Context: an optimization exercise on an open-source flow, tuned for small area, a short achievable clock period and few clock cycles per item. The choices shown serve that exercise and are no tape-out recipe. No run shown here included a check of the RTL's function; only the layout flow was run. No activity file was given, so power comes from the tool's default toggle rates.

==> flow/design.v <==
package lsn_pkg;
  localparam int CMD_W    = 2;
  localparam int IDX_W    = 4;
  localparam int SAMPLE_W = 12;
  localparam int LEVEL_W  = 10;
  localparam int COUNT_W  = 16;
  localparam int SAMPLE_MAX = 4095;
  localparam int FULL_SCALE = 1000;
  localparam int HALF_SCALE = FULL_SCALE / 2;
  localparam int NUM_W = SAMPLE_W + LEVEL_W;
  localparam int SENSOR_COUNT_DEF = 13;
  localparam int CFG_IDX_W  = 1;
  localparam int CFG_DATA_W = 12;
  localparam logic [SAMPLE_W-1:0] MIN_SPAN_RST  = SAMPLE_W'(100);
  localparam logic [LEVEL_W-1:0]  THRESHOLD_RST = LEVEL_W'(600);
  localparam logic [CMD_W-1:0] CMD_CALIBRATE  = 2'd0;
  localparam logic [CMD_W-1:0] CMD_MEASURE    = 2'd1;
  localparam logic [CMD_W-1:0] CMD_RESET_CAL  = 2'd2;
  localparam logic [CMD_W-1:0] CMD_RESET_MARK = 2'd3;
  localparam logic [1:0] LV_ZERO = 2'd0;
  localparam logic [1:0] LV_HALF = 2'd1;
  localparam logic [1:0] LV_FULL = 2'd2;
  localparam logic [1:0] LV_DIV  = 2'd3;
  function automatic logic [SAMPLE_W:0] div_step(input logic [SAMPLE_W-1:0] r,
                                                 input logic nb,
                                                 input logic [SAMPLE_W-1:0] d);
    logic [SAMPLE_W:0]   t;
    logic [SAMPLE_W+1:0] diff;
    t    = {r, nb};
    diff = {1'b0, t} - {2'b00, d};
    if (diff[SAMPLE_W+1]) div_step = {1'b0, t[SAMPLE_W-1:0]};
    else                  div_step = {1'b1, diff[SAMPLE_W-1:0]};
  endfunction
endpackage
import lsn_pkg::*;
module line_sensor_calibrate_normalize_marker_unit #(
  parameter int SENSOR_COUNT = lsn_pkg::SENSOR_COUNT_DEF
) (
  input  logic                          clk,
  input  logic                          rst,
  input  logic                          cfg_we,
  input  logic [lsn_pkg::CFG_IDX_W-1:0]  cfg_index,
  input  logic [lsn_pkg::CFG_DATA_W-1:0] cfg_data,
  input  logic                          in_valid,
  output logic                          in_ready,
  input  logic [lsn_pkg::CMD_W-1:0]     in_command,
  input  logic [lsn_pkg::IDX_W-1:0]     in_sensor_index,
  input  logic [lsn_pkg::SAMPLE_W-1:0]  in_raw_sample,
  output logic                          out_valid,
  input  logic                          out_ready,
  output logic [lsn_pkg::LEVEL_W-1:0]   out_normalized,
  output logic                          out_on_marker,
  output logic                          out_marker_edge,
  output logic [lsn_pkg::COUNT_W-1:0]   out_left_markers,
  output logic [lsn_pkg::COUNT_W-1:0]   out_right_markers
);
  localparam logic [9:0] REG_AFTER = 10'b10_0100_1001;
  localparam bit REG_PRE = 1'b0;
  typedef struct packed {
    logic       v;       
    logic       l;       
    logic       r;       
    logic       rm;      
    logic [1:0] mode;    
  } ctl_t;
  typedef struct packed {
    ctl_t                ctl;
    logic [SAMPLE_W-1:0] rem;
    logic [SAMPLE_W-1:0] dv;
    logic [LEVEL_W-1:0]  nq;    
  } dstage_t;
  logic adv;         
  logic sk_v;        
  assign adv      = !sk_v;
  assign in_ready = !sk_v;
  logic [SAMPLE_W-1:0] min_span;
  logic [LEVEL_W-1:0]  mark_level;
  always_ff @(posedge clk) begin
    if (rst) begin
      min_span   <= MIN_SPAN_RST;
      mark_level <= THRESHOLD_RST;
    end else if (cfg_we) begin
      if (cfg_index == 1'b0) min_span <= cfg_data[SAMPLE_W-1:0];
      else                   mark_level <= cfg_data[LEVEL_W-1:0];
    end
  end
  logic                s0_v;
  logic [CMD_W-1:0]    s0_cmd;
  logic [IDX_W-1:0]    s0_idx;
  logic [SAMPLE_W-1:0] s0_s;
  always_ff @(posedge clk) begin
    if (rst)      s0_v <= 1'b0;
    else if (adv) s0_v <= in_valid;
  end
  always_ff @(posedge clk) begin
    if (adv) begin
      s0_cmd <= in_command;
      s0_idx <= in_sensor_index;
      s0_s   <= in_raw_sample;
    end
  end
  logic [SAMPLE_W-1:0] cal_max [SENSOR_COUNT];
  logic [SAMPLE_W-1:0] cal_min [SENSOR_COUNT];
  logic [SENSOR_COUNT-1:0] cal_set;
  logic                in_rng;
  logic [SAMPLE_W-1:0] hi, lo;
  logic                set;
  logic                wr_cal;
  logic                upd_hi, upd_lo;
  assign in_rng = s0_idx < IDX_W'(SENSOR_COUNT);
  always_comb begin
    hi  = '0;
    lo  = '0;
    set = 1'b0;
    for (int i = 0; i < SENSOR_COUNT; i++) begin
      if (s0_idx == IDX_W'(i)) begin
        hi  = cal_max[i];
        lo  = cal_min[i];
        set = cal_set[i];
      end
    end
  end
  assign wr_cal = s0_v && (s0_cmd == CMD_CALIBRATE) && in_rng;
  assign upd_hi = !set || (s0_s > hi);
  assign upd_lo = !set || (s0_s < lo);
  always_ff @(posedge clk) begin
    for (int i = 0; i < SENSOR_COUNT; i++) begin
      if (wr_cal && s0_idx == IDX_W'(i)) begin
        if (upd_hi) cal_max[i] <= s0_s;
        if (upd_lo) cal_min[i] <= s0_s;
      end
    end
  end
  always_ff @(posedge clk) begin
    if (rst || (s0_v && s0_cmd == CMD_RESET_CAL)) begin
      cal_set <= '0;
    end else if (wr_cal) begin
      for (int i = 0; i < SENSOR_COUNT; i++) begin
        if (s0_idx == IDX_W'(i)) cal_set[i] <= 1'b1;
      end
    end
  end
  logic                s1_v, s1_meas, s1_l, s1_r, s1_rm;
  logic                s1_set, s1_le, s1_ge;
  logic [SAMPLE_W-1:0] s1_d, s1_span;
  always_ff @(posedge clk) begin
    if (rst)      s1_v <= 1'b0;
    else if (adv) s1_v <= s0_v;
  end
  always_ff @(posedge clk) begin
    if (adv) begin
      s1_meas <= (s0_cmd == CMD_MEASURE) && in_rng;
      s1_l    <= (s0_cmd == CMD_MEASURE) && (s0_idx == '0);
      s1_r    <= (s0_cmd == CMD_MEASURE) && (s0_idx == IDX_W'(SENSOR_COUNT - 1));
      s1_rm   <= (s0_cmd == CMD_RESET_MARK);
      s1_set  <= set;
      s1_le   <= s0_s <= lo;
      s1_ge   <= s0_s >= hi;
      s1_d    <= s0_s - lo;
      s1_span <= hi - lo;
    end
  end
  logic          narrow;
  logic [NUM_W-1:0] numer;
  dstage_t       pre;
  assign narrow = !s1_set || (s1_span == '0) || (s1_span < min_span);
  assign numer  = NUM_W'(s1_d) * NUM_W'(FULL_SCALE);
  always_comb begin
    pre.ctl.v  = s1_v;
    pre.ctl.l  = s1_l;
    pre.ctl.r  = s1_r;
    pre.ctl.rm = s1_rm;
    if (!s1_meas)   pre.ctl.mode = LV_ZERO;
    else if (narrow) pre.ctl.mode = LV_HALF;
    else if (s1_le)  pre.ctl.mode = LV_ZERO;
    else if (s1_ge)  pre.ctl.mode = LV_FULL;
    else             pre.ctl.mode = LV_DIV;
    pre.rem = numer[NUM_W-1:LEVEL_W];
    pre.dv  = s1_span;
    pre.nq  = numer[LEVEL_W-1:0];
  end
  dstage_t st_in [LEVEL_W+1];
  if (REG_PRE) begin : g_pre
    dstage_t q;
    always_ff @(posedge clk) begin
      if (rst)      q.ctl.v <= 1'b0;
      else if (adv) q.ctl.v <= pre.ctl.v;
    end
    always_ff @(posedge clk) begin
      if (adv) begin
        q.ctl.l    <= pre.ctl.l;
        q.ctl.r    <= pre.ctl.r;
        q.ctl.rm   <= pre.ctl.rm;
        q.ctl.mode <= pre.ctl.mode;
        q.rem      <= pre.rem;
        q.dv       <= pre.dv;
        q.nq       <= pre.nq;
      end
    end
    assign st_in[0] = q;
  end else begin : g_nopre
    assign st_in[0] = pre;
  end
  for (genvar i = 0; i < LEVEL_W; i++) begin : g_step
    dstage_t o;
    logic [SAMPLE_W:0] st;
    assign st      = div_step(st_in[i].rem, st_in[i].nq[LEVEL_W-1], st_in[i].dv);
    assign o.ctl   = st_in[i].ctl;
    assign o.dv    = st_in[i].dv;
    assign o.rem   = st[SAMPLE_W-1:0];
    assign o.nq    = {st_in[i].nq[LEVEL_W-2:0], st[SAMPLE_W]};
    if (REG_AFTER[i]) begin : g_reg
      dstage_t q;
      always_ff @(posedge clk) begin
        if (rst)      q.ctl.v <= 1'b0;
        else if (adv) q.ctl.v <= o.ctl.v;
      end
      always_ff @(posedge clk) begin
        if (adv) begin
          q.ctl.l    <= o.ctl.l;
          q.ctl.r    <= o.ctl.r;
          q.ctl.rm   <= o.ctl.rm;
          q.ctl.mode <= o.ctl.mode;
          q.rem      <= (i == LEVEL_W - 1) ? '0 : o.rem;
          q.dv       <= (i == LEVEL_W - 1) ? '0 : o.dv;
          q.nq       <= o.nq;
        end
      end
      assign st_in[i+1] = q;
    end else begin : g_wire
      assign st_in[i+1] = o;
    end
  end
  dstage_t last;
  logic [LEVEL_W-1:0] last_level;
  assign last = st_in[LEVEL_W];
  always_comb begin
    unique case (last.ctl.mode)
      LV_ZERO: last_level = '0;
      LV_HALF: last_level = LEVEL_W'(HALF_SCALE);
      LV_FULL: last_level = LEVEL_W'(FULL_SCALE);
      default: last_level = last.nq;
    endcase
  end
  logic               sk_l, sk_r, sk_rm;
  logic [LEVEL_W-1:0] sk_level;
  logic               o_free;
  logic               take_v, take_l, take_r, take_rm;
  logic [LEVEL_W-1:0] take_level;
  assign o_free = !out_valid || out_ready;
  always_comb begin
    if (sk_v) begin
      take_v     = 1'b1;
      take_l     = sk_l;
      take_r     = sk_r;
      take_rm    = sk_rm;
      take_level = sk_level;
    end else begin
      take_v     = last.ctl.v;
      take_l     = last.ctl.l;
      take_r     = last.ctl.r;
      take_rm    = last.ctl.rm;
      take_level = last_level;
    end
  end
  always_ff @(posedge clk) begin
    if (rst) begin
      sk_v <= 1'b0;
    end else if (sk_v) begin
      if (o_free) sk_v <= 1'b0;
    end else if (last.ctl.v && !o_free) begin
      sk_v <= 1'b1;
    end
  end
  always_ff @(posedge clk) begin
    if (!sk_v) begin
      sk_l     <= last.ctl.l;
      sk_r     <= last.ctl.r;
      sk_rm    <= last.ctl.rm;
      sk_level <= last_level;
    end
  end
  logic               on;
  logic               l_prev, r_prev;
  logic [COUNT_W-1:0] l_cnt, r_cnt;
  logic               res_on, res_edge;
  logic [LEVEL_W-1:0] res_level;
  logic               res_v;
  logic               commit;
  assign commit = o_free && take_v;
  assign on     = (take_l || take_r) && (take_level > mark_level);
  always_ff @(posedge clk) begin
    if (rst) begin
      res_v <= 1'b0;
    end else if (o_free) begin
      res_v <= take_v;
    end
  end
  always_ff @(posedge clk) begin
    if (commit) begin
      res_level <= take_level;
      res_on    <= on;
      res_edge  <= on && ((take_l && !l_prev) || (take_r && !r_prev));
    end
  end
  always_ff @(posedge clk) begin
    if (rst) begin
      l_prev <= 1'b0;
      r_prev <= 1'b0;
      l_cnt  <= '0;
      r_cnt  <= '0;
    end else if (commit) begin
      if (take_rm) begin
        l_prev <= 1'b0;
        r_prev <= 1'b0;
        l_cnt  <= '0;
        r_cnt  <= '0;
      end else if (take_l) begin
        l_prev <= on;
        if (on && !l_prev) l_cnt <= l_cnt + 1'b1;
      end else if (take_r) begin
        r_prev <= on;
        if (on && !r_prev) r_cnt <= r_cnt + 1'b1;
      end
    end
  end
  assign out_valid         = res_v;
  assign out_normalized    = res_level;
  assign out_on_marker     = res_on;
  assign out_marker_edge   = res_edge;
  assign out_left_markers  = l_cnt;
  assign out_right_markers = r_cnt;
endmodule
==> flow/run.sh <==
#!/bin/bash
# synth_recipe.tcl (not shown) runs the flow's synth.tcl, then flattens the netlist and writes it again
# the make line also repeats each setting of config.mk as NAME=value (left out here)
make -C /OpenROAD-flow-scripts/flow DESIGN_CONFIG=/design/flow/config.mk WORK_HOME=/design/flow/orfs CLKGATE_MAP_FILE= SYNTH_SCRIPT=/design/flow/synth_recipe.tcl finish
==> flow/config.mk <==
export PLATFORM = sky130hd
export DESIGN_NAME = line_sensor_calibrate_normalize_marker_unit
export DESIGN_NICKNAME = line_sensor_calibrate_normalize_marker_unit
export VERILOG_FILES = /design/flow/design.v
export SDC_FILE = /design/flow/constraint.sdc
export NUM_CORES = 4
export LEC_CHECK = 0
export CAP_MARGIN = 20
export CORE_MARGIN = 2
export CORE_UTILIZATION = 40
export SLEW_MARGIN = 20
==> flow/constraint.sdc <==
create_clock -name core_clock -period 9.0 [get_ports {clk}]
set_input_delay 1.8000 -clock core_clock [delete_from_list [all_inputs] [get_ports {clk}]]
set_output_delay 1.8000 -clock core_clock [all_outputs]
set_load 0.01 [all_outputs]
==> impl_results.md, run 1 <==
* Warnings, synthesis at 0
* Fail Step: 1_1_yosys_canonicalize
* Stop err: ERROR: Assert `wire != nullptr' failed in frontends/ast/simplify.cc:3997.
* Status: stopped before the end
==> inputs of run 2 (changes only) <==
--- a/flow/design.v
+++ b/flow/design.v
@@ -23,12 +23,2 @@
   localparam logic [1:0] LV_DIV  = 2'd3;
-  function automatic logic [SAMPLE_W:0] div_step(input logic [SAMPLE_W-1:0] r,
-                                                 input logic nb,
-                                                 input logic [SAMPLE_W-1:0] d);
-    logic [SAMPLE_W:0]   t;
-    logic [SAMPLE_W+1:0] diff;
-    t    = {r, nb};
-    diff = {1'b0, t} - {2'b00, d};
-    if (diff[SAMPLE_W+1]) div_step = {1'b0, t[SAMPLE_W-1:0]};
-    else                  div_step = {1'b1, diff[SAMPLE_W-1:0]};
-  endfunction
 endpackage
@@ -56,17 +46,4 @@
 );
-  localparam logic [9:0] REG_AFTER = 10'b10_0100_1001;
-  localparam bit REG_PRE = 1'b0;
-  typedef struct packed {
-    logic       v;       
-    logic       l;       
-    logic       r;       
-    logic       rm;      
-    logic [1:0] mode;    
-  } ctl_t;
-  typedef struct packed {
-    ctl_t                ctl;
-    logic [SAMPLE_W-1:0] rem;
-    logic [SAMPLE_W-1:0] dv;
-    logic [LEVEL_W-1:0]  nq;    
-  } dstage_t;
+  localparam logic [4:0] REG_AFTER = 5'b11111;
+  localparam bit REG_PRE = 1'b1;
   logic adv;         
@@ -162,5 +139,7 @@
   end
-  logic          narrow;
+  localparam int ST_W = 6 + SAMPLE_W + SAMPLE_W + (SAMPLE_W + 2) + LEVEL_W;
+  localparam int NSTEP = LEVEL_W / 2;
+  logic             narrow;
   logic [NUM_W-1:0] numer;
-  dstage_t       pre;
+  logic [1:0]       mode;
   assign narrow = !s1_set || (s1_span == '0) || (s1_span < min_span);
@@ -168,34 +147,23 @@
   always_comb begin
-    pre.ctl.v  = s1_v;
-    pre.ctl.l  = s1_l;
-    pre.ctl.r  = s1_r;
-    pre.ctl.rm = s1_rm;
-    if (!s1_meas)   pre.ctl.mode = LV_ZERO;
-    else if (narrow) pre.ctl.mode = LV_HALF;
-    else if (s1_le)  pre.ctl.mode = LV_ZERO;
-    else if (s1_ge)  pre.ctl.mode = LV_FULL;
-    else             pre.ctl.mode = LV_DIV;
-    pre.rem = numer[NUM_W-1:LEVEL_W];
-    pre.dv  = s1_span;
-    pre.nq  = numer[LEVEL_W-1:0];
-  end
-  dstage_t st_in [LEVEL_W+1];
+    if (!s1_meas)    mode = LV_ZERO;
+    else if (narrow) mode = LV_HALF;
+    else if (s1_le)  mode = LV_ZERO;
+    else if (s1_ge)  mode = LV_FULL;
+    else             mode = LV_DIV;
+  end
+  logic [NSTEP:0][ST_W-1:0] st_in;
+  logic [ST_W-1:0]          pre;
+  assign pre = {s1_v, s1_l, s1_r, s1_rm, mode, numer[NUM_W-1:LEVEL_W], s1_span,
+                (SAMPLE_W+2)'(s1_span) + {1'b0, s1_span, 1'b0}, numer[LEVEL_W-1:0]};
   if (REG_PRE) begin : g_pre
-    dstage_t q;
+    logic            qv;
+    logic [ST_W-2:0] qd;
     always_ff @(posedge clk) begin
-      if (rst)      q.ctl.v <= 1'b0;
-      else if (adv) q.ctl.v <= pre.ctl.v;
+      if (rst)      qv <= 1'b0;
+      else if (adv) qv <= pre[ST_W-1];
     end
     always_ff @(posedge clk) begin
-      if (adv) begin
-        q.ctl.l    <= pre.ctl.l;
-        q.ctl.r    <= pre.ctl.r;
-        q.ctl.rm   <= pre.ctl.rm;
-        q.ctl.mode <= pre.ctl.mode;
-        q.rem      <= pre.rem;
-        q.dv       <= pre.dv;
-        q.nq       <= pre.nq;
-      end
+      if (adv) qd <= pre[ST_W-2:0];
     end
-    assign st_in[0] = q;
+    assign st_in[0] = {qv, qd};
   end else begin : g_nopre
@@ -203,28 +171,44 @@
   end
-  for (genvar i = 0; i < LEVEL_W; i++) begin : g_step
-    dstage_t o;
-    logic [SAMPLE_W:0] st;
-    assign st      = div_step(st_in[i].rem, st_in[i].nq[LEVEL_W-1], st_in[i].dv);
-    assign o.ctl   = st_in[i].ctl;
-    assign o.dv    = st_in[i].dv;
-    assign o.rem   = st[SAMPLE_W-1:0];
-    assign o.nq    = {st_in[i].nq[LEVEL_W-2:0], st[SAMPLE_W]};
+  for (genvar i = 0; i < NSTEP; i++) begin : g_step
+    logic [5:0]          c;
+    logic [SAMPLE_W-1:0] r_i, d_i;
+    logic [SAMPLE_W+1:0] d3_i;
+    logic [LEVEL_W-1:0]  n_i;
+    logic [SAMPLE_W+1:0] t;
+    logic [SAMPLE_W+2:0] t1, t2, t3;
+    logic [1:0]          qb;
+    logic [SAMPLE_W-1:0] r_o;
+    logic [ST_W-1:0]     o;
+    assign {c, r_i, d_i, d3_i, n_i} = st_in[i];
+    assign t  = {r_i, n_i[LEVEL_W-1 -: 2]};
+    assign t1 = {1'b0, t} - {3'b000, d_i};
+    assign t2 = {1'b0, t} - {2'b00, d_i, 1'b0};
+    assign t3 = {1'b0, t} - {1'b0, d3_i};
+    always_comb begin
+      if (!t3[SAMPLE_W+2]) begin
+        qb  = 2'd3;
+        r_o = t3[SAMPLE_W-1:0];
+      end else if (!t2[SAMPLE_W+2]) begin
+        qb  = 2'd2;
+        r_o = t2[SAMPLE_W-1:0];
+      end else if (!t1[SAMPLE_W+2]) begin
+        qb  = 2'd1;
+        r_o = t1[SAMPLE_W-1:0];
+      end else begin
+        qb  = 2'd0;
+        r_o = t[SAMPLE_W-1:0];
+      end
+    end
+    assign o = {c, r_o, d_i, d3_i, n_i[LEVEL_W-3:0], qb};
     if (REG_AFTER[i]) begin : g_reg
-      dstage_t q;
+      logic            qv;
+      logic [ST_W-2:0] qd;
       always_ff @(posedge clk) begin
-        if (rst)      q.ctl.v <= 1'b0;
-        else if (adv) q.ctl.v <= o.ctl.v;
+        if (rst)      qv <= 1'b0;
+        else if (adv) qv <= o[ST_W-1];
       end
       always_ff @(posedge clk) begin
-        if (adv) begin
-          q.ctl.l    <= o.ctl.l;
-          q.ctl.r    <= o.ctl.r;
-          q.ctl.rm   <= o.ctl.rm;
-          q.ctl.mode <= o.ctl.mode;
-          q.rem      <= (i == LEVEL_W - 1) ? '0 : o.rem;
-          q.dv       <= (i == LEVEL_W - 1) ? '0 : o.dv;
-          q.nq       <= o.nq;
-        end
+        if (adv) qd <= o[ST_W-2:0];
       end
-      assign st_in[i+1] = q;
+      assign st_in[i+1] = {qv, qd};
     end else begin : g_wire
@@ -233,7 +217,12 @@
   end
-  dstage_t last;
+  logic [5:0]         last_c;
+  logic [LEVEL_W-1:0] last_q;
   logic [LEVEL_W-1:0] last_level;
-  assign last = st_in[LEVEL_W];
+  logic               last_v, last_l, last_r, last_rm;
+  logic [1:0]         last_mode;
+  assign last_c = st_in[NSTEP][ST_W-1 -: 6];
+  assign last_q = st_in[NSTEP][LEVEL_W-1:0];
+  assign {last_v, last_l, last_r, last_rm, last_mode} = last_c;
   always_comb begin
-    unique case (last.ctl.mode)
+    unique case (last_mode)
       LV_ZERO: last_level = '0;
@@ -241,3 +230,3 @@
       LV_FULL: last_level = LEVEL_W'(FULL_SCALE);
-      default: last_level = last.nq;
+      default: last_level = last_q;
     endcase
@@ -258,6 +247,6 @@
     end else begin
-      take_v     = last.ctl.v;
-      take_l     = last.ctl.l;
-      take_r     = last.ctl.r;
-      take_rm    = last.ctl.rm;
+      take_v     = last_v;
+      take_l     = last_l;
+      take_r     = last_r;
+      take_rm    = last_rm;
       take_level = last_level;
@@ -270,3 +259,3 @@
       if (o_free) sk_v <= 1'b0;
-    end else if (last.ctl.v && !o_free) begin
+    end else if (last_v && !o_free) begin
       sk_v <= 1'b1;
@@ -276,5 +265,5 @@
     if (!sk_v) begin
-      sk_l     <= last.ctl.l;
-      sk_r     <= last.ctl.r;
-      sk_rm    <= last.ctl.rm;
+      sk_l     <= last_l;
+      sk_r     <= last_r;
+      sk_rm    <= last_rm;
       sk_level <= last_level;
==> impl_results.md, run 2 <==
* Vias in the first global route at 24700
* Number of fill cells at 8501
* Commonest register cell after synthesis: edfxtp_1
* Critical path type: reg -> reg
* Peak supply drop at 0.000471 V
* Worst r2r dst: cal_min[3][0]$_DFFE_PP_
* Synth area leader: edfxtp_1
* R2R cell count at 15
* Number of synthesized flops with an enable pin at 634
* Status: complete, no violations (was stopped before the end)
* Setup-failing EPs final at 0
* Max-slew violation count at 0
* CP Max Fanout at 28
* Slew at the pin closest to its max-slew limit at 1.06 ns
* CTS tree: built
* Share of cells above drive strength 1 at 7.38%
* Wire length per cell at 19.4 um
* CP Launch Type: register
* Largest Register: g_step.g_reg.qd
* FF+latch area at 0.0209 mm^2
* Setup TNS at 0 ns
* WL final at 90400 um
* # diodes at 0
* Worst slew margin relative to its limit at 29.2%
* Hold Crit Class: reg -> reg
* Hold buffers post-CTS at 0
* RSZ-0062 raised after global routing: false
* Remaining DRCs at 0
* Pin count of the biggest net entering global routing at 148
* Mean Syn Cell Area at 12.0 um^2
* Most common cell after layout, fill and taps aside: edfxtp_1
* Hold endpoint: g_step[4].g_reg.qd[48]$_DFFE_PN_
* Clock-pin slew on the worst setup and hold paths at 0.06 ns
* RR Startpoint: s0_idx[1]$_DFFE_PN_
* Grt ovf at 0
* P_leak at 16.9 nW
* PortBufs at 81
* Crit. End Element: register
* Commonest non-fill, non-tap cells in the layout: 634 x edfxtp_1, 305 x ha_1, 247 x inv_1
* Max reg flops at 212
* H-tree depth at 3
* Ys async rst share at 0%
* Final GP Congestion at 0.874
* Chip Height at 313 um
* Top-area cell type share of the netlist area at 49.8%
* Hold Crit Start: g_step[3].g_reg.qd[48]$_DFFE_PN_
* Worst EP arrival at 5.89 ns
* Initial antenna violation count at 0
* CTS root buf: clkbuf_16
* First-pass GRT wire length at 141000 um
* Seq/Total Area, Yosys at 54.6%
* Power density cells at 451 mW/mm^2
* Post-DRT Antenna Nets at 0
* Post-synth top cells: 634 x edfxtp_1, 305 x ha_1, 248 x inv_1, 244 x nor2_1, 183 x nand2_1
* Clock sink count at 726
* Final core utilization at 46.0%
* Row count at 113
* Worst EP required at 9.26 ns
* Fmax at 178 MHz
* Synthesized Nets at 3589
* Final hold viol count at 0
* PostCTS Resize Cnt at 0
* DRT iter0 DRCs at 2333
* Core area at 0.0949 mm^2
* Synthesis-to-finish area growth at 14.1%
* Post-Syn Instances at 3195
* Initial Utilization at 40.3%
* Warnings, synthesis at 3 (was 0)
* Multi-input gate area at 0.0160 mm^2
* Post-synth cell types at 94
* IO Count at 82
* DR pass1 iterations at 8
* Total GRT Usage at 18.4%
* Min cycle time layout at 5.62 ns
* FF-to-FF setup slack at 3.38 ns
* Power Total at 19.7 mW
* Vias per cell at 5.40
* Setup Skew at 0.0389 ns
* Top post-synthesis cells by area: edfxtp_1 50%, ha_1 10%, dfxtp_1 4.8%
* Layout Nets at 3729
* Max-cap viol count at 0
* Worst hold slack at 0.411 ns
* Clock tree buffer depth at 3
* Setup bufs post-CTS at 0
* Synth Register Bits at 726
* Count leader, synth: edfxtp_1
* Final HPWL DP at 64400 um
* Chip width at 313 um
* Clk Latency, worst-skew pair at 0.68 ns
* Fin crit share at 62.5%
* Post-Synthesis Cell Area at 0.0382 mm^2
* Via Count at 25200
* Largest registers: g_step.g_reg.qd x212, cal_max x156, cal_min x156
* TritonCTS Buffers at 83
* Die area at 0.0980 mm^2
* Hold-critical path depth at 0
==> run 2: through the flow <==
stage	cells	instance area (um^2)	setup slack, ns
floorplan	3195	38200	0.243
global placement	4513	40700	3.52
detailed placement	4513	40700	3.46
CTS	4665	43600	3.42
global route	4667	43600	3.02
finish	4667	43600	3.38
==> run 2: logic make-up after synthesis <==
family | Yosys count | share of synthesized area, %
adders and majority gates | 358 | 12.8
and+or+nand+nor | 798 | 10.2
DFF | 726 | 54.6
muxes | 83 | 2.44
AOI/OAI and AO/OA | 762 | 13.6
xor gates and xnor gates | 128 | 2.93
buffers and inverters | 340 | 3.45
==> run 2: layout make-up <==
cell class / instances / share of cell area (%)
clock buffer: 98 / 5.06
timing repair buffer: 132 / 2.78
multi-input combinational: 2129 / 36.8
tap: 1265 / 3.63
inverter: 263 / 2.28
sequential: 726 / 47.9
clock inverter: 54 / 1.58
==> run 2: routing by layer <==
layer | GRT usage, % | wire length (um) | vias up
met3 | 2.82 | 5570 | 134
met1 | 25.8 | 41200 | 12100
met5 | 0 | 0 | -
met4 | 5.50 | 2060 | 0
met2 | 29.4 | 41500 | 727
li1 | - | - | 12200
==> run 2: worst max path at each step <==
| stage | startpoint | to | slack (ns) | cells past startpoint |
|---|---|---|---|---|
| 6_report | s0_idx[1]$_DFFE_PN_ | cal_min[3][0]$_DFFE_PP_ | 3.38 | 15 |
| 4_1_cts | s0_idx[1]$_DFFE_PN_ | cal_min[0][10]$_DFFE_PP_ | 3.42 | 15 |
| 5_1_grt | s0_idx[1]$_DFFE_PN_ | cal_min[4][10]$_DFFE_PP_ | 3.02 | 15 |
| 3_3_place_gp | s0_idx[1]$_DFFE_PN_ | cal_min[0][4]$_DFFE_PP_ | 3.52 | 17 |
| 2_1_floorplan | sk_v$_SDFF_PP0_ | in_ready | 0.24 | 4 |
| 3_5_place_dp | s0_idx[1]$_DFFE_PN_ | cal_min[0][8]$_DFFE_PP_ | 3.46 | 15 |
==> run 2: power breakdown <==
| part | total (mW) | leakage [nW] | switching [mW] | internal [mW] |
|---|---|---|---|---|
| Combinational | 10.7 | 8.55 | 5.78 | 4.89 |
| Clock | 3.54 | 1.39 | 1.42 | 2.12 |
| Sequential | 5.47 | 6.98 | 0.600 | 4.87 |
==> run 2: worst max-delay path, stage by stage (launching register included) <==
cell and delay (ns):
edfxtp_1 0.88, buf_4 0.42, or2_1 0.26, nor2_1 0.06
buf_4 0.22, a222oi_1 0.47, a21oi_1 0.13, a211oi_1 0.44
ha_1 0.39, or3_1 0.35, o21ai_0 0.13, a211oi_1 0.10
o31ai_1 0.26, a21oi_1 0.11, buf_4 0.23, nor2_1 0.77
==> inputs of run 3 (changes only) <==
--- a/flow/design.v
+++ b/flow/design.v
@@ -50,4 +50,5 @@
   logic sk_v;        
+  logic rdy;         
   assign adv      = !sk_v;
-  assign in_ready = !sk_v;
+  assign in_ready = rdy;
   logic [SAMPLE_W-1:0] min_span;
@@ -63,6 +64,10 @@
   end
-  logic                s0_v;
-  logic [CMD_W-1:0]    s0_cmd;
-  logic [IDX_W-1:0]    s0_idx;
-  logic [SAMPLE_W-1:0] s0_s;
+  logic                    s0_v;
+  logic [CMD_W-1:0]        s0_cmd;
+  logic [SENSOR_COUNT-1:0] s0_oh;
+  logic [SAMPLE_W-1:0]     s0_s;
+  logic [SENSOR_COUNT-1:0] in_oh;
+  always_comb begin
+    for (int i = 0; i < SENSOR_COUNT; i++) in_oh[i] = (in_sensor_index == IDX_W'(i));
+  end
   always_ff @(posedge clk) begin
@@ -74,3 +79,3 @@
       s0_cmd <= in_command;
-      s0_idx <= in_sensor_index;
+      s0_oh  <= in_oh;
       s0_s   <= in_raw_sample;
@@ -86,3 +91,3 @@
   logic                upd_hi, upd_lo;
-  assign in_rng = s0_idx < IDX_W'(SENSOR_COUNT);
+  assign in_rng = |s0_oh;
   always_comb begin
@@ -92,10 +97,8 @@
     for (int i = 0; i < SENSOR_COUNT; i++) begin
-      if (s0_idx == IDX_W'(i)) begin
-        hi  = cal_max[i];
-        lo  = cal_min[i];
-        set = cal_set[i];
-      end
+      hi  = hi  | (cal_max[i] & {SAMPLE_W{s0_oh[i]}});
+      lo  = lo  | (cal_min[i] & {SAMPLE_W{s0_oh[i]}});
+      set = set | (cal_set[i] & s0_oh[i]);
     end
   end
-  assign wr_cal = s0_v && (s0_cmd == CMD_CALIBRATE) && in_rng;
+  assign wr_cal = s0_v && (s0_cmd == CMD_CALIBRATE);
   assign upd_hi = !set || (s0_s > hi);
@@ -104,6 +107,4 @@
     for (int i = 0; i < SENSOR_COUNT; i++) begin
-      if (wr_cal && s0_idx == IDX_W'(i)) begin
-        if (upd_hi) cal_max[i] <= s0_s;
-        if (upd_lo) cal_min[i] <= s0_s;
-      end
+      if (wr_cal && s0_oh[i] && upd_hi) cal_max[i] <= s0_s;
+      if (wr_cal && s0_oh[i] && upd_lo) cal_min[i] <= s0_s;
     end
@@ -111,8 +112,5 @@
   always_ff @(posedge clk) begin
-    if (rst || (s0_v && s0_cmd == CMD_RESET_CAL)) begin
-      cal_set <= '0;
-    end else if (wr_cal) begin
-      for (int i = 0; i < SENSOR_COUNT; i++) begin
-        if (s0_idx == IDX_W'(i)) cal_set[i] <= 1'b1;
-      end
+    for (int i = 0; i < SENSOR_COUNT; i++) begin
+      if (rst || (s0_v && s0_cmd == CMD_RESET_CAL)) cal_set[i] <= 1'b0;
+      else if (wr_cal && s0_oh[i])                  cal_set[i] <= 1'b1;
     end
@@ -129,4 +127,4 @@
       s1_meas <= (s0_cmd == CMD_MEASURE) && in_rng;
-      s1_l    <= (s0_cmd == CMD_MEASURE) && (s0_idx == '0);
-      s1_r    <= (s0_cmd == CMD_MEASURE) && (s0_idx == IDX_W'(SENSOR_COUNT - 1));
+      s1_l    <= (s0_cmd == CMD_MEASURE) && s0_oh[0];
+      s1_r    <= (s0_cmd == CMD_MEASURE) && s0_oh[SENSOR_COUNT-1];
       s1_rm   <= (s0_cmd == CMD_RESET_MARK);
@@ -145,3 +143,3 @@
   assign narrow = !s1_set || (s1_span == '0) || (s1_span < min_span);
-  assign numer  = NUM_W'(s1_d) * NUM_W'(FULL_SCALE);
+  assign numer  = {s1_d, 10'd0} - {5'd0, s1_d, 5'd0} + {7'd0, s1_d, 3'd0};
   always_comb begin
@@ -254,2 +252,11 @@
   end
+  logic sk_v_nx;
+  always_comb begin
+    sk_v_nx = sk_v;
+    if (sk_v) begin
+      if (o_free) sk_v_nx = 1'b0;
+    end else if (last_v && !o_free) begin
+      sk_v_nx = 1'b1;
+    end
+  end
   always_ff @(posedge clk) begin
@@ -257,6 +264,6 @@
       sk_v <= 1'b0;
-    end else if (sk_v) begin
-      if (o_free) sk_v <= 1'b0;
-    end else if (last_v && !o_free) begin
-      sk_v <= 1'b1;
+      rdy  <= 1'b1;
+    end else begin
+      sk_v <= sk_v_nx;
+      rdy  <= !sk_v_nx;
     end
--- a/flow/config.mk
+++ b/flow/config.mk
@@ -7,5 +7,7 @@
 export LEC_CHECK = 0
+export ABC_CLOCK_PERIOD_IN_PS = 3000
 export CAP_MARGIN = 20
 export CORE_MARGIN = 2
-export CORE_UTILIZATION = 40
+export CORE_UTILIZATION = 50
+export SETUP_SLACK_MARGIN = 5
 export SLEW_MARGIN = 20
==> impl_results.md, run 3 <==
* Status: complete, no violations (unchanged)
* Grt ovf at 0 (unchanged)
* Met2 WL at 43100 um (was 41500 um)
* RSZ-0062 raised after global routing: true (was false)
* Setup-failing EPs final at 0 (unchanged)
* CP Max Fanout at 29 (was 28)
* Min cycle time layout at 4.14 ns (was 5.62 ns)
* Synth Area in Compound Gates at 12.5% (was 13.6%)
* Final hold viol count at 0 (unchanged)
* CTS root buf: clkbuf_16 (unchanged)
* Row count at 99 (was 113)
* Vias per cell at 5.92 (was 5.40)
* Clock share of power at 20.1% (was 18.0%)
* Internal power at 10.1 mW (was 11.9 mW)
* Top post-synthesis cells by area: edfxtp_1 52%, ha_1 9.5%, dfxtp_1 5.0% (was edfxtp_1 50%, ha_1 10%, dfxtp_1 4.8%)
* H-tree depth at 3 (unchanged)
* Switching pwr at 6.25 mW (was 7.79 mW)
* Initial antenna violation count at 0 (unchanged)
* Top-area cell type share of the netlist area at 51.9% (was 49.8%)
* Chip Height at 277 um (was 313 um)
* Post-Synthesis Cell Area at 0.0372 mm^2 (was 0.0382 mm^2)
* Wire length per cell at 22.4 um (was 19.4 um)
* Chip width at 277 um (was 313 um)
* PortBufs at 81 (unchanged)
* Max reg flops at 212 (unchanged)
* Clock tree buffer depth at 3 (unchanged)
* Clock sink count at 736 (was 726)
* Number of fill cells at 6066 (was 8501)
* Worst EP required at 9.34 ns (was 9.26 ns)
* Post-synthesis mux area share at 2.69% (was 2.44%)
* Commonest non-fill, non-tap cells in the layout: 643 x edfxtp_1, 283 x ha_1, 246 x inv_1 (was 634 x edfxtp_1, 305 x ha_1, 247 x inv_1)
* Hold Crit Class: reg -> reg (unchanged)
* Vias in the first global route at 24800 (was 24700)
* Number of synthesized flops with an enable pin at 643 (was 634)
* Comb pwr share at 47.4% (was 54.2%)
* Setup Skew at 0.0639 ns (was 0.0389 ns)
* Peak supply drop at 0.000274 V (was 0.000471 V)
* Share of cells above drive strength 1 at 8.49% (was 7.38%)
* Crit. End Element: register (unchanged)
* Switching portion of total power at 38.3% (was 39.6%)
* Largest Register: g_step.g_reg.qd (unchanged)
* Clock-pin slew on the worst setup and hold paths at 0.06 ns (about the same)
* Clk Latency, worst-skew pair at 0.66 ns (was 0.68 ns)
* Sequential Power Share at 32.4% (was 27.8%)
* CP Launch Type: register (unchanged)
* Worst EP arrival at 4.48 ns (was 5.89 ns)
* Mean Syn Cell Area at 12.1 um^2 (was 12.0 um^2)
* DR pass1 iterations at 6 (was 8)
* Core area at 0.0733 mm^2 (was 0.0949 mm^2)
* DRT iter0 DRCs at 2562 (was 2333)
* Most common cell after layout, fill and taps aside: edfxtp_1 (unchanged)
* # diodes at 0 (unchanged)
* Hold buffers post-CTS at 0 (unchanged)
* Synthesis-to-finish area growth at 13.4% (was 14.1%)
* Critical path type: reg -> reg (unchanged)
* Synth Area in Simple Gates at 10.5% (was 10.2%)
* Worst slew margin relative to its limit at 36.7% (was 29.2%)
* CTS tree: built (unchanged)
* Layout Nets at 3549 (was 3729)
* P_leak at 16.4 nW (was 16.9 nW)
* Adder-cell share of the synthesized area at 10.6% (was 12.8%)
* Pin count of the biggest net entering global routing at 78 (was 148)
* Max-cap viol count at 0 (unchanged)
* First-pass GRT wire length at 145000 um (was 141000 um)
* Ys async rst share at 0% (unchanged)
* Post-Route M1 WL at 42800 um (was 41200 um)
* Post-synthesis xor/xnor area fraction at 3.35% (was 2.93%)
* Highest Signal Layer: met4 (unchanged)
* Total GRT Usage at 24.6% (was 18.4%)
* Met3 wire len at 6580 um (was 5570 um)
* Setup TNS at 0 ns (unchanged)
* Largest registers: g_step.g_reg.qd x212, cal_max x156, cal_min x156 (unchanged)
* Post-DRT Antenna Nets at 0 (unchanged)
* Post-DP Area at 0.0392 mm^2 (was 0.0407 mm^2)
* Synth Register Bits at 736 (was 726)
* Commonest register cell after synthesis: edfxtp_1 (unchanged)
* Largest family of logic cells by synthesized area: compound AO/OA/AOI/OAI gates (unchanged)
* Fmax at 242 MHz (was 178 MHz)
* Power density cells at 387 mW/mm^2 (was 451 mW/mm^2)
* Post-synth top cells: 643 x edfxtp_1, 283 x ha_1, 248 x inv_1, 216 x nor2_1, 171 x a21oi_1 (was 634 x edfxtp_1, 305 x ha_1, 248 x inv_1, 244 x nor2_1, 183 x nand2_1)
* Fin crit share at 46.0% (was 62.5%)
* WL final at 95000 um (was 90400 um)
* Initial Utilization at 50.7% (was 40.3%)
* Synth area leader: edfxtp_1 (unchanged)
* Final Cell Area at 0.0421 mm^2 (was 0.0436 mm^2)
* IO Count at 82 (unchanged)
* Post-synth cell types at 80 (was 94)
* Final GP Congestion at 0.915 (was 0.874)
* TritonCTS Buffers at 77 (was 83)
* Slew at the pin closest to its max-slew limit at 0.950 ns (was 1.06 ns)
* Remaining DRCs at 0 (unchanged)
* Via Count at 25100 (was 25200)
* Warnings, synthesis at 3 (unchanged)
* Seq/Total Area, Yosys at 57.0% (was 54.6%)
* Post-Syn Instances at 3081 (was 3195)
* Die area at 0.0765 mm^2 (was 0.0980 mm^2)
* Placed cells at 4078 (was 4513)
* Final HPWL DP at 66800 um (was 64400 um)
* Max-slew violation count at 0 (unchanged)
* Synthesized Nets at 3420 (was 3589)
* Fin cells at 4234 (was 4667)
* Count leader, synth: edfxtp_1 (unchanged)
## run 3: worst max-delay path, stage by stage, from the launching register on
cell,delay (ns)
edfxtp_1,0.38
buf_6,0.21
a222oi_1,0.74
nand3_1,0.16
a2111o_1,0.49
ha_1,0.37
nor2b_1,0.14
o21ai_1,0.19
a21boi_1,0.12
o21ai_1,0.21
a21oi_1,0.14
a221oi_1,0.38
nor3_1,0.14
xor2_1,0.15
## run 3: metal layers
metal	GRT usage (%)	vias to the layer above
li1	-	11800
met1	34.7	12200
met4	7.30	0
met3	3.75	158
met2	39.3	931
met5	0	-
## run 3: final cells by class
type / instances / area (um^2) / share of cell area (%)
clock buffers: 97 / 2090 / 4.96
clock inverters: 47 / 573 / 1.36
inverters: 249 / 938 / 2.23
multi-input cells: 2016 / 14900 / 35.4
flip-flops and latches: 736 / 21200 / 50.2
well taps: 959 / 1200 / 2.85
repair buffers: 130 / 1240 / 2.95
## run 3: repair_timing
action	in CTS	in global routing
endpoints found under the setup margin	319	343
buffers inserted	6	5
gates resized for setup	41	27
pin swaps	3	9
## run 3: cell families (layout without fill, tap and decap cells)
kind of cell / count (synthesis) / after routing
buffers and inverters: 329 / 523
XOR/XNOR: 142 / 142
multiplexers: 95 / 95
AO/OA/AOI/OAI: 690 / 690
flip-flops: 736 / 736
adder cells (fa/ha/maj): 304 / 304
AND/OR/NAND/NOR: 785 / 785
## run 3: power by group through the flow
stage / registers (mW) / logic [mW] / clock network, mW
after detailed placement: 5.36 / 7.61 / 0
after floorplan: 5.02 / 6.00 / 0
after global placement: 5.35 / 7.38 / 0
after global routing: 5.36 / 8.67 / 3.48
final: 5.29 / 7.74 / 3.28
after CTS: 5.29 / 7.71 / 3.34
## run 3: worst paths after layout
path	slack [ns]	end	cells past startpoint	from
worst max register to register	4.86	s1_span[10]$_DFFE_PN_	13	s0_oh[1]$_DFFE_PN_
worst min-delay path	0.40	g_step[2].g_reg.qd[4]$_DFFE_PN_	0	g_step[1].g_reg.qd[2]$_DFFE_PN_
worst max-delay path	4.86	s1_span[10]$_DFFE_PN_	13	s0_oh[1]$_DFFE_PN_
worst min register to register	0.40	g_step[2].g_reg.qd[4]$_DFFE_PN_	0	g_step[1].g_reg.qd[2]$_DFFE_PN_
## run 3: through the flow
stage	util (%)	hold WS (ns)	setup WS (ns)	power, mW
CTS	57.2	0.393	5.01	16.3
global placement	53.4	0.404	4.40	12.7
finish	57.5	0.398	4.86	16.3
floorplan	-	0.400	3.10	11.0
global route	57.5	0.403	4.79	17.5
detailed placement	53.4	0.405	4.21	13.0
==> inputs of run 4 (changes only) <==
--- a/flow/config.mk
+++ b/flow/config.mk
@@ -7,7 +7,6 @@
 export LEC_CHECK = 0
-export ABC_CLOCK_PERIOD_IN_PS = 3000
 export CAP_MARGIN = 20
 export CORE_MARGIN = 2
-export CORE_UTILIZATION = 50
-export SETUP_SLACK_MARGIN = 5
+export CORE_UTILIZATION = 40
+export SETUP_SLACK_MARGIN = 3
 export SLEW_MARGIN = 20
==> impl_results.md, run 4 <==
* Worst EP arrival at 4.91 ns (was 4.48 ns)
* Comb pwr share at 46.4% (was 47.4%)
* Worst slew margin relative to its limit at 25.5% (was 36.7%)
* Final hold viol count at 0 (unchanged)
* Worst slack, placed at 4.52 ns (was 4.21 ns)
* Number of fill cells at 8403 (was 6066)
* Number of synthesized flops with an enable pin at 643 (unchanged)
* Wire length per cell at 19.8 um (was 22.4 um)
* Setup TNS at 0 ns (unchanged)
* FF-to-FF setup slack at 4.38 ns (was 4.86 ns)
* Hold Crit Class: reg -> reg (unchanged)
* CTS root buf: clkbuf_16 (unchanged)
* DRT iter0 DRCs at 2096 (was 2562)
* Clock tree buffer depth at 3 (unchanged)
* PortBufs at 81 (unchanged)
* DR pass1 iterations at 6 (unchanged)
* Post-Synthesis Cell Area at 0.0372 mm^2 (unchanged)
* Hold Crit Start: g_pre.qd[3]$_DFFE_PN_ (was g_step[1].g_reg.qd[2]$_DFFE_PN_)
* Worst r2r dst: cal_min[2][8]$_DFFE_PP_ (was s1_span[10]$_DFFE_PN_)
* Post-synth top cells: 643 x edfxtp_1, 283 x ha_1, 248 x inv_1, 216 x nor2_1, 171 x a21oi_1 (unchanged)
* Hold endpoint: g_step[0].g_reg.qd[5]$_DFFE_PN_ (was g_step[2].g_reg.qd[4]$_DFFE_PN_)
* Chip width at 309 um (was 277 um)
* # diodes at 0 (unchanged)
* First-pass GRT wire length at 138000 um (was 145000 um)
* Power Total at 16.2 mW (was 16.3 mW)
* Largest registers: g_step.g_reg.qd x212, cal_max x156, cal_min x156 (unchanged)
* Internal power at 10.1 mW (about the same)
* Commonest non-fill, non-tap cells in the layout: 643 x edfxtp_1, 283 x ha_1, 247 x inv_1 (was 643 x edfxtp_1, 283 x ha_1, 246 x inv_1)
* Clk Latency, worst-skew pair at 0.68 ns (was 0.66 ns)
* Top-area cell type share of the netlist area at 51.9% (unchanged)
* Final Cell Area at 0.0423 mm^2 (was 0.0421 mm^2)
* Slew at the pin closest to its max-slew limit at 1.11 ns (was 0.950 ns)
* Initial antenna violation count at 1 (was 0)
* Synthesis-to-finish area growth at 13.9% (was 13.4%)
* Final HPWL DP at 62200 um (was 66800 um)
* Critical path type: reg -> reg (unchanged)
* RR Startpoint: s0_oh[4]$_DFFE_PN_ (was s0_oh[1]$_DFFE_PN_)
* Initial Utilization at 40.4% (was 50.7%)
* Final core utilization at 46.0% (was 57.5%)
* Max reg flops at 212 (unchanged)
* Status: complete, no violations (unchanged)
* Post-Syn Instances at 3081 (unchanged)
* Hold-critical path depth at 0 (unchanged)
* Setup Skew at 0.0362 ns (was 0.0639 ns)
* CTS tree: built (unchanged)
* Min cycle time layout at 4.62 ns (was 4.14 ns)
* Post-DRT Antenna Nets at 0 (unchanged)
* Sequential Power Share at 32.5% (was 32.4%)
* PostCTS Resize Cnt at 0 (was 41)
* Synth Register Bits at 736 (unchanged)
* CP Max Fanout at 29 (unchanged)
* R2R cell count at 13 (unchanged)
* Power density cells at 382 mW/mm^2 (was 387 mW/mm^2)
* FF+latch area at 0.0212 mm^2 (unchanged)
* Final WS setup at 4.38 ns (was 4.86 ns)
* Count leader, synth: edfxtp_1 (unchanged)
* Core area at 0.0919 mm^2 (was 0.0733 mm^2)
* Worst EP required at 9.29 ns (was 9.34 ns)
* Hold buffers post-CTS at 0 (unchanged)
* Vias per cell at 5.39 (was 5.92)
* Peak supply drop at 0.000213 V (was 0.000274 V)
* Chip Height at 309 um (was 277 um)
* Post-synth cell types at 80 (unchanged)
* Max-slew violation count at 0 (unchanged)
* Fin crit share at 51.3% (was 46.0%)
* WL final at 89400 um (was 95000 um)
* Fmax at 216 MHz (was 242 MHz)
* Layout Nets at 3544 (was 3549)
* Post-DP Area at 0.0395 mm^2 (was 0.0392 mm^2)
* Multi-input gate area at 0.0148 mm^2 (was 0.0149 mm^2)
* Pin count of the biggest net entering global routing at 143 (was 78)
* Grt ovf at 0 (unchanged)
* Share of cells above drive strength 1 at 7.06% (was 8.49%)
* Total GRT Usage at 18.8% (was 24.6%)
* Synth area leader: edfxtp_1 (unchanged)
* Max-cap viol count at 0 (unchanged)
* Die area at 0.0954 mm^2 (was 0.0765 mm^2)
* RSZ-0062 raised after global routing: false (was true)
* TritonCTS Buffers at 82 (was 77)
* Largest Register: g_step.g_reg.qd (unchanged)
* H-tree depth at 3 (unchanged)
* Setup-failing EPs final at 0 (unchanged)
* Crit. End Element: register (unchanged)
* Switching portion of total power at 37.4% (was 38.3%)
* Clock sink count at 736 (unchanged)
* Clock-pin slew on the worst setup and hold paths at 0.06 ns (about the same)
* P_leak at 16.4 nW (about the same)
* Top post-synthesis cells by area: edfxtp_1 52%, ha_1 9.5%, dfxtp_1 5.0% (unchanged)
* Most common cell after layout, fill and taps aside: edfxtp_1 (unchanged)
* Remaining DRCs at 0 (unchanged)
* Final GP Congestion at 0.848 (was 0.915)
* Mean Syn Cell Area at 12.1 um^2 (unchanged)
* Warnings, synthesis at 3 (unchanged)
* Switching pwr at 6.04 mW (was 6.25 mW)
* Ys async rst share at 0% (unchanged)
* Vias in the first global route at 23700 (was 24800)
* Seq/Total Area, Yosys at 57.0% (unchanged)
* CP Launch Type: register (unchanged)
* Commonest register cell after synthesis: edfxtp_1 (unchanged)
* Clock share of power at 21.1% (was 20.1%)
* Setup bufs post-CTS at 0 (was 6)
* IO Count at 82 (unchanged)
* Synthesized Nets at 3420 (unchanged)
* Via Count at 24400 (was 25100)
* Row count at 111 (was 99)
run 4: cell families after synthesis:
group	Yosys count	share of synthesized area (%)
AND/OR/NAND/NOR	785	10.5
flip-flops	736	57.0
AO/OA/AOI/OAI	690	12.5
buffers and inverters	329	3.38
adder cells (fa/ha/maj)	304	10.6
XOR/XNOR	142	3.35
multiplexers	95	2.69
run 4: cell type report:
| class | count | area share, % |
|---|---|---|
| Sequential cell | 736 | 50.0 |
| Multi-Input combinational cell | 2016 | 34.9 |
| Clock buffer | 97 | 5.03 |
| Tap cell | 1243 | 3.67 |
| Timing Repair Buffer | 120 | 2.67 |
| Inverter | 249 | 2.22 |
| Clock inverter | 54 | 1.51 |
run 4: critical path: stages (launching register included):
cell	delay, ns
edfxtp_1	1.08
a222oi_1	0.21
nand3_1	0.21
ha_1	0.21
inv_1	0.06
fa_1	0.40
nand2_1	0.09
nand2_1	0.05
a21oi_1	0.25
o21ai_0	0.14
nor2_1	0.21
o21ai_0	0.19
nand2_1	0.49
and3_1	0.63
run 4: metal layers:
metal,global-route usage (%),wire [um]
met1,25.3,39100
met2,30.7,42000
met3,3.03,5540
met4,6.95,2860
met5,0,0
run 4: worst max-delay path by stage:
stage                                         end                from  slack, ns  cells past startpoint
after floorplan            g_pre.qd[11]$_DFFE_PN_     sk_v$_SDFF_PP0_       3.02                      4
after global placement    cal_min[2][2]$_DFFE_PP_  s0_oh[4]$_DFFE_PN_       4.62                     13
after detailed placement  cal_max[6][9]$_DFFE_PP_  s0_oh[4]$_DFFE_PN_       4.52                      8
after CTS                 cal_min[2][1]$_DFFE_PP_  s0_oh[4]$_DFFE_PN_       4.50                     13
after global routing      cal_min[2][8]$_DFFE_PP_  s0_oh[4]$_DFFE_PN_       4.25                     13
final                     cal_min[2][8]$_DFFE_PP_  s0_oh[4]$_DFFE_PN_       4.38                     13
run 4: stage by stage:
step	hold slack, ns	instances
floorplan	0.400	3081
global placement	0.402	4363
detailed placement	0.405	4363
CTS	0.400	4514
global route	0.414	4515
finish	0.398	4515
run 4: power groups by stage:
stage               combinational [mW]  sequential [mW]  clock (mW)
finish                            7.50             5.24        3.41
global route                      8.52             5.33        3.63
CTS                               7.53             5.25        3.49
detailed placement                7.47             5.32           0
global placement                  7.40             5.31           0
floorplan                         6.00             5.02           0
==> inputs of run 5 (changes only) <==
--- a/flow/design.v
+++ b/flow/design.v
@@ -169,3 +169,3 @@
   end
-  for (genvar i = 0; i < NSTEP; i++) begin : g_step
+  for (genvar i = 0; i < NSTEP - 1; i++) begin : g_step
     logic [5:0]          c;
@@ -215,10 +215,48 @@
   end
-  logic [5:0]         last_c;
+  logic [5:0]          fc;
+  logic [SAMPLE_W-1:0] fr, fd;
+  logic [SAMPLE_W+1:0] fd3;
+  logic [LEVEL_W-1:0]  fn;
+  logic [SAMPLE_W+1:0] ft;
+  logic [SAMPLE_W+2:0] ft1, ft2, ft3;
+  logic [1:0]          fqb;
+  logic                f_gt;
+  logic                f_on;
+  assign {fc, fr, fd, fd3, fn} = st_in[NSTEP-1];
+  assign ft  = {fr, fn[LEVEL_W-1 -: 2]};
+  assign ft1 = {1'b0, ft} - {3'b000, fd};
+  assign ft2 = {1'b0, ft} - {2'b00, fd, 1'b0};
+  assign ft3 = {1'b0, ft} - {1'b0, fd3};
+  always_comb begin
+    if (!ft3[SAMPLE_W+2])      fqb = 2'd3;
+    else if (!ft2[SAMPLE_W+2]) fqb = 2'd2;
+    else if (!ft1[SAMPLE_W+2]) fqb = 2'd1;
+    else                       fqb = 2'd0;
+  end
+  assign f_gt = (fn[LEVEL_W-3:0] > mark_level[LEVEL_W-1:2]) ||
+                ((fn[LEVEL_W-3:0] == mark_level[LEVEL_W-1:2]) && (fqb > mark_level[1:0]));
+  always_comb begin
+    unique case (fc[1:0])
+      LV_ZERO: f_on = 1'b0;
+      LV_HALF: f_on = (mark_level < LEVEL_W'(HALF_SCALE));
+      LV_FULL: f_on = (mark_level < LEVEL_W'(FULL_SCALE));
+      default: f_on = f_gt;
+    endcase
+    f_on = f_on && (fc[4] || fc[3]);
+  end
+  logic               last_v, last_l, last_r, last_rm, last_on;
+  logic [1:0]         last_mode;
   logic [LEVEL_W-1:0] last_q;
   logic [LEVEL_W-1:0] last_level;
-  logic               last_v, last_l, last_r, last_rm;
-  logic [1:0]         last_mode;
-  assign last_c = st_in[NSTEP][ST_W-1 -: 6];
-  assign last_q = st_in[NSTEP][LEVEL_W-1:0];
-  assign {last_v, last_l, last_r, last_rm, last_mode} = last_c;
+  always_ff @(posedge clk) begin
+    if (rst)      last_v <= 1'b0;
+    else if (adv) last_v <= fc[5];
+  end
+  always_ff @(posedge clk) begin
+    if (adv) begin
+      {last_l, last_r, last_rm, last_mode} <= fc[4:0];
+      last_on <= f_on;
+      last_q  <= {fn[LEVEL_W-3:0], fqb};
+    end
+  end
   always_comb begin
@@ -231,6 +269,6 @@
   end
-  logic               sk_l, sk_r, sk_rm;
+  logic               sk_l, sk_r, sk_rm, sk_on;
   logic [LEVEL_W-1:0] sk_level;
   logic               o_free;
-  logic               take_v, take_l, take_r, take_rm;
+  logic               take_v, take_l, take_r, take_rm, take_on;
   logic [LEVEL_W-1:0] take_level;
@@ -243,2 +281,3 @@
       take_rm    = sk_rm;
+      take_on    = sk_on;
       take_level = sk_level;
@@ -249,2 +288,3 @@
       take_rm    = last_rm;
+      take_on    = last_on;
       take_level = last_level;
@@ -275,2 +315,3 @@
       sk_rm    <= last_rm;
+      sk_on    <= last_on;
       sk_level <= last_level;
@@ -286,3 +327,3 @@
   assign commit = o_free && take_v;
-  assign on     = (take_l || take_r) && (take_level > mark_level);
+  assign on     = take_on;
   always_ff @(posedge clk) begin
==> flow/flow/run.sh (new file) <==
#!/bin/bash
# Standard ORFS layout; the only change is a larger setup repair margin so that
# timing repair keeps working below the 9 ns constraint (the clock period and
# all constraints are the standard flow's own). Full tool output goes to flow_make.log here;
# ORFS keeps per-step logs under orfs/logs.
set -euo pipefail
bash standard.sh SETUP_SLACK_MARGIN=6.2 finish > flow_make.log 2>&1
==> flow/standard.sh (new file) <==
#!/bin/bash
# synth_recipe.tcl (not shown) runs the flow's synth.tcl, then flattens the netlist and writes it again
# the make line also repeats each setting of config.mk as NAME=value (left out here)
make -C /OpenROAD-flow-scripts/flow DESIGN_CONFIG=/design/flow/config.mk WORK_HOME=/design/flow/orfs CLKGATE_MAP_FILE= SYNTH_SCRIPT=/design/flow/synth_recipe.tcl "${@:-finish}"
--- a/flow/config.mk
+++ b/flow/config.mk
@@ -7,6 +7,7 @@
 export LEC_CHECK = 0
+export ABC_CLOCK_PERIOD_IN_PS = 3000
 export CAP_MARGIN = 20
 export CORE_MARGIN = 2
-export CORE_UTILIZATION = 40
-export SETUP_SLACK_MARGIN = 3
+export CORE_UTILIZATION = 50
 export SLEW_MARGIN = 20
+export TNS_END_PERCENT = 0
removed: flow/run.sh
==> impl_results.md, run 5 <==
* Largest registers: g_step.g_reg.qd x197, cal_max x156, cal_min x156 (was g_step.g_reg.qd x212, cal_max x156, cal_min x156)
* Clock tree buffer depth at 3 (unchanged)
* Synth Register Bits at 738 (was 736)
* Final WS setup at 5.21 ns (was 4.38 ns)
* Power density cells at 382 mW/mm^2 (about the same)
* Grt ovf at 0 (unchanged)
* Share of cells above drive strength 1 at 10.1% (was 7.06%)
* Vias in the first global route at 25200 (was 23700)
* Final core utilization at 57.8% (was 46.0%)
* DR pass1 iterations at 7 (was 6)
* Critical path type: reg -> reg (unchanged)
* Worst slack, placed at 4.30 ns (was 4.52 ns)
* Chip width at 277 um (was 309 um)
* Number of synthesized flops with an enable pin at 644 (was 643)
* Number of fill cells at 6045 (was 8403)
* Row count at 100 (was 111)
* Largest family of logic cells by synthesized area: compound AO/OA/AOI/OAI gates (unchanged)
* Multi-input gate area at 0.0152 mm^2 (was 0.0148 mm^2)
* Die area at 0.0766 mm^2 (was 0.0954 mm^2)
* Post-synth top cells: 644 x edfxtp_1, 283 x ha_1, 257 x inv_1, 222 x nor2_1, 175 x a21oi_1 (was 643 x edfxtp_1, 283 x ha_1, 248 x inv_1, 216 x nor2_1, 171 x a21oi_1)
* Layout Nets at 3607 (was 3544)
* Post-synthesis mux area share at 2.41% (was 2.69%)
* Post-Syn Instances at 3095 (was 3081)
* Adder-cell share of the synthesized area at 10.6% (about the same)
* Count leader, synth: edfxtp_1 (unchanged)
* Final hold viol count at 0 (unchanged)
* Clk Latency, worst-skew pair at 0.65 ns (was 0.68 ns)
* Crit. End Element: register (unchanged)
* Post-DRT Antenna Nets at 0 (unchanged)
* TritonCTS Buffers at 78 (was 82)
* CTS tree: built (unchanged)
* Worst slew margin relative to its limit at 31.9% (was 25.5%)
* Worst EP required at 9.36 ns (was 9.29 ns)
* IO Count at 82 (unchanged)
* Max stage delay on crit path at 0.47 ns (was 1.08 ns)
* WL final at 93600 um (was 89400 um)
* Worst hold slack at 0.417 ns (was 0.398 ns)
* FF-to-FF setup slack at 5.21 ns (was 4.38 ns)
* Hold buffers post-CTS at 0 (unchanged)
* Initial Utilization at 50.2% (was 40.4%)
* Peak supply drop at 0.000183 V (was 0.000213 V)
* Post-synthesis xor/xnor area fraction at 3.20% (was 3.35%)
* CP Launch Type: register (unchanged)
* Critical path's slowest cell: a2111o_1 (was edfxtp_1)
* CP most frequent cell: buf_12 (was nand2_1)
* Core area at 0.0741 mm^2 (was 0.0919 mm^2)
* Top post-synthesis cells by area: edfxtp_1 52%, ha_1 9.5%, dfxtp_1 5.1% (was edfxtp_1 52%, ha_1 9.5%, dfxtp_1 5.0%)
* Final HPWL DP at 64200 um (was 62200 um)
* Warnings, synthesis at 3 (unchanged)
* Post-synth cell types at 81 (was 80)
* First-pass GRT wire length at 143000 um (was 138000 um)
* Setup TNS at 0 ns (unchanged)
* Synth Area in Simple Gates at 10.3% (was 10.5%)
* Total GRT Usage at 24.0% (was 18.8%)
* Hold Crit Class: reg -> reg (unchanged)
* Clock-pin slew on the worst setup and hold paths at 0.06 ns (about the same)
* Setup-failing EPs final at 0 (unchanged)
* Max reg flops at 197 (was 212)
* RSZ-0062 raised after global routing: true (was false)
* Synthesis-to-finish area growth at 15.1% (was 13.9%)
* Wire length per cell at 21.8 um (was 19.8 um)
* Ys async rst share at 0% (unchanged)
* Seq/Total Area, Yosys at 57.0% (about the same)
* Fin crit share at 42.1% (was 51.3%)
* FF+latch area at 0.0212 mm^2 (about the same)
* Commonest non-fill, non-tap cells in the layout: 644 x edfxtp_1, 280 x ha_1, 250 x inv_1 (was 643 x edfxtp_1, 283 x ha_1, 247 x inv_1)
* CP Max Fanout at 7 (was 29)
* Commonest register cell after synthesis: edfxtp_1 (unchanged)
* Chip Height at 277 um (was 309 um)
* Pin count of the biggest net entering global routing at 196 (was 143)
* DRT iter0 DRCs at 2410 (was 2096)
* Post-Synthesis Cell Area at 0.0372 mm^2 (about the same)
* Slew at the pin closest to its max-slew limit at 1.02 ns (was 1.11 ns)
* Initial antenna violation count at 2 (was 1)
* H-tree depth at 3 (unchanged)
* Vias per cell at 5.88 (was 5.39)
* CTS root buf: clkbuf_16 (unchanged)
* Top-area cell type share of the netlist area at 52.0% (was 51.9%)
* PortBufs at 81 (unchanged)
* Largest Register: g_step.g_reg.qd (unchanged)
* Synth Area in Compound Gates at 13.0% (was 12.5%)
* Setup Skew at 0.0326 ns (was 0.0362 ns)
* Synth area leader: edfxtp_1 (unchanged)
* Final GP Congestion at 0.908 (was 0.848)
* Fmax at 264 MHz (was 216 MHz)
* Most common cell after layout, fill and taps aside: edfxtp_1 (unchanged)
* Max-slew violation count at 0 (unchanged)
* Crit-path cells: buf_12 -> buf_6 -> a222oi_1 -> nand3_1 -> a2111o_1 -> inv_2 -> ha_4 -> nand4_1 -> or3_4 -> o221a_4 -> o21ai_4 -> buf_12 -> clkbuf_16 -> and3_4 (was a222oi_1 -> nand3_1 -> ha_1 -> inv_1 -> fa_1 -> nand2_1 -> nand2_1 -> a21oi_1 -> o21ai_0 -> nor2_1 -> o21ai_0 -> nand2_1 -> and3_1)
* Worst EP arrival at 4.14 ns (was 4.91 ns)
* Min cycle time layout at 3.79 ns (was 4.62 ns)
* Mean Syn Cell Area at 12.0 um^2 (was 12.1 um^2)
* Via Count at 25300 (was 24400)
* Status: complete, no violations (unchanged)
* Remaining DRCs at 0 (unchanged)
* Max-cap viol count at 0 (unchanged)
* Clock sink count at 738 (was 736)
* P_leak at 16.7 nW (was 16.4 nW)
* Synthesized Nets at 3434 (was 3420)
## run 5: cell count changes after synthesis, moves of 5 or more
cell and delta:
o21ai_0 +15, xnor2_1 -15, nand2_1 +10, inv_1 +9
nor3_1 -9, xor2_1 +9, mux2i_1 -8, nor4_1 -8
o21ai_1 -8, nor2_1 +6, o211ai_1 +6, or2_2 +6
a211oi_1 +5, and3_1 +5
## run 5: final cells by class
class | instances | share of cell area, %
Antenna cell | 2 | 0.0117
Clock buffer | 101 | 4.88
Clock inverter | 37 | 1.27
Inverter | 258 | 2.27
Multi-Input combinational cell | 2036 | 35.5
Sequential cell | 738 | 49.5
Tap cell | 969 | 2.83
Timing Repair Buffer | 156 | 3.74
## run 5: per-layer routing
metal / wire length (um) / track usage (%) / part of all wire, % / up-vias
met5: 0 / 0 / 0 / -
met4: 2300 / 6.98 / 2.5 / 0
met3: 6650 / 3.85 / 7.1 / 144
met2: 44600 / 39.9 / 48 / 875
met1: 40100 / 32.6 / 43 / 12300
li1: - / - / - / 12000
## run 5: repair_timing
item                       CTS  global route
gates cloned                14             5
resized for setup           96            38
setup endpoints to repair  776           774
pin swaps                   17            40
setup buffers                9            23
## run 5: metrics by stage
stage	total power, mW	std cells	instance area, um^2
global placement	12.7	4105	39200
finish	16.4	4297	42800
floorplan	11.0	3095	37200
global route	17.6	4295	42800
detailed placement	13.0	4105	39200
CTS	16.4	4266	42400
## run 5: worst max-delay path: cells and delay by family (launching register included)
| family | cells | cell delay [ns] |
|---|---|---|
| adder cells (fa/ha/maj) | 1 | 0.13 |
| AO/OA/AOI/OAI | 4 | 1.22 |
| buffers and inverters | 5 | 0.72 |
| flip-flops | 1 | 0.44 |
| AND/OR/NAND/NOR | 4 | 0.97 |
## run 5: cell families (layout without fill, tap and decap cells)
family | Yosys count | count (layout)
and+or+nand+nor | 781 | 794
DFF | 738 | 738
AOI/OAI and AO/OA | 717 | 717
buffers and inverters | 334 | 552
adders and majority gates | 304 | 304
xor gates and xnor gates | 136 | 136
muxes | 85 | 85
other | 0 | 2
## run 5: final timing paths
kind,depth (start not counted),end,startpoint
max,14,cal_max[8][8]$_DFFE_PP_,s0_oh[3]$_DFFE_PN_
min,0,g_step[2].g_reg.qd[48]$_DFFE_PN_,g_step[1].g_reg.qd[48]$_DFFE_PN_
max reg2reg,14,cal_max[8][8]$_DFFE_PP_,s0_oh[3]$_DFFE_PN_
min reg2reg,0,g_step[2].g_reg.qd[48]$_DFFE_PN_,g_step[1].g_reg.qd[48]$_DFFE_PN_
## run 5: where the power goes
group | switching (mW) | internal [mW] | total (mW)
clock | 1.37 | 1.92 | 3.29
sequential | 0.569 | 4.69 | 5.26
combinational | 4.29 | 3.52 | 7.81

## what the ideal ports hide
Ports are ideal in the flow. The routed layouts listed here were re-timed in OpenROAD. Step 1, drivers: a clkbuf_16 drives clk and a buf_2 each remaining input, both assumed. Step 2 moves the port delays by t, midway between the first and last clock arrival at a register: inputs arrive t later, outputs are due t later. That takes back most of the time a late clock gives input paths. a / b / c = ideal / step 1 / step 2; a / b = the first two.
run | t (ns) | slack for setup (ns) | clock arrival spread, ns | worst data-port slew with drivers (ns) | pins driven straight from the clock port
run 2 | 0.719 | 3.376 / 3.376 / 3.376 | 0.042 / 0.042 | 0.09 | 1
run 3 | 0.686 | 4.860 / 4.860 / 4.734 | 0.065 / 0.065 | 0.08 | 1
run 4 | 0.718 | 4.379 / 4.379 / 4.379 | 0.044 / 0.044 | 0.07 | 1
run 5 | 0.694 | 5.213 / 5.213 / 4.844 | 0.047 / 0.047 | 0.07 | 1
After both steps every run listed still meets setup and hold. For run 5, which loses most, drivers alone change the setup slack by 0.000 ns; drivers and shift together by -0.369 ns.
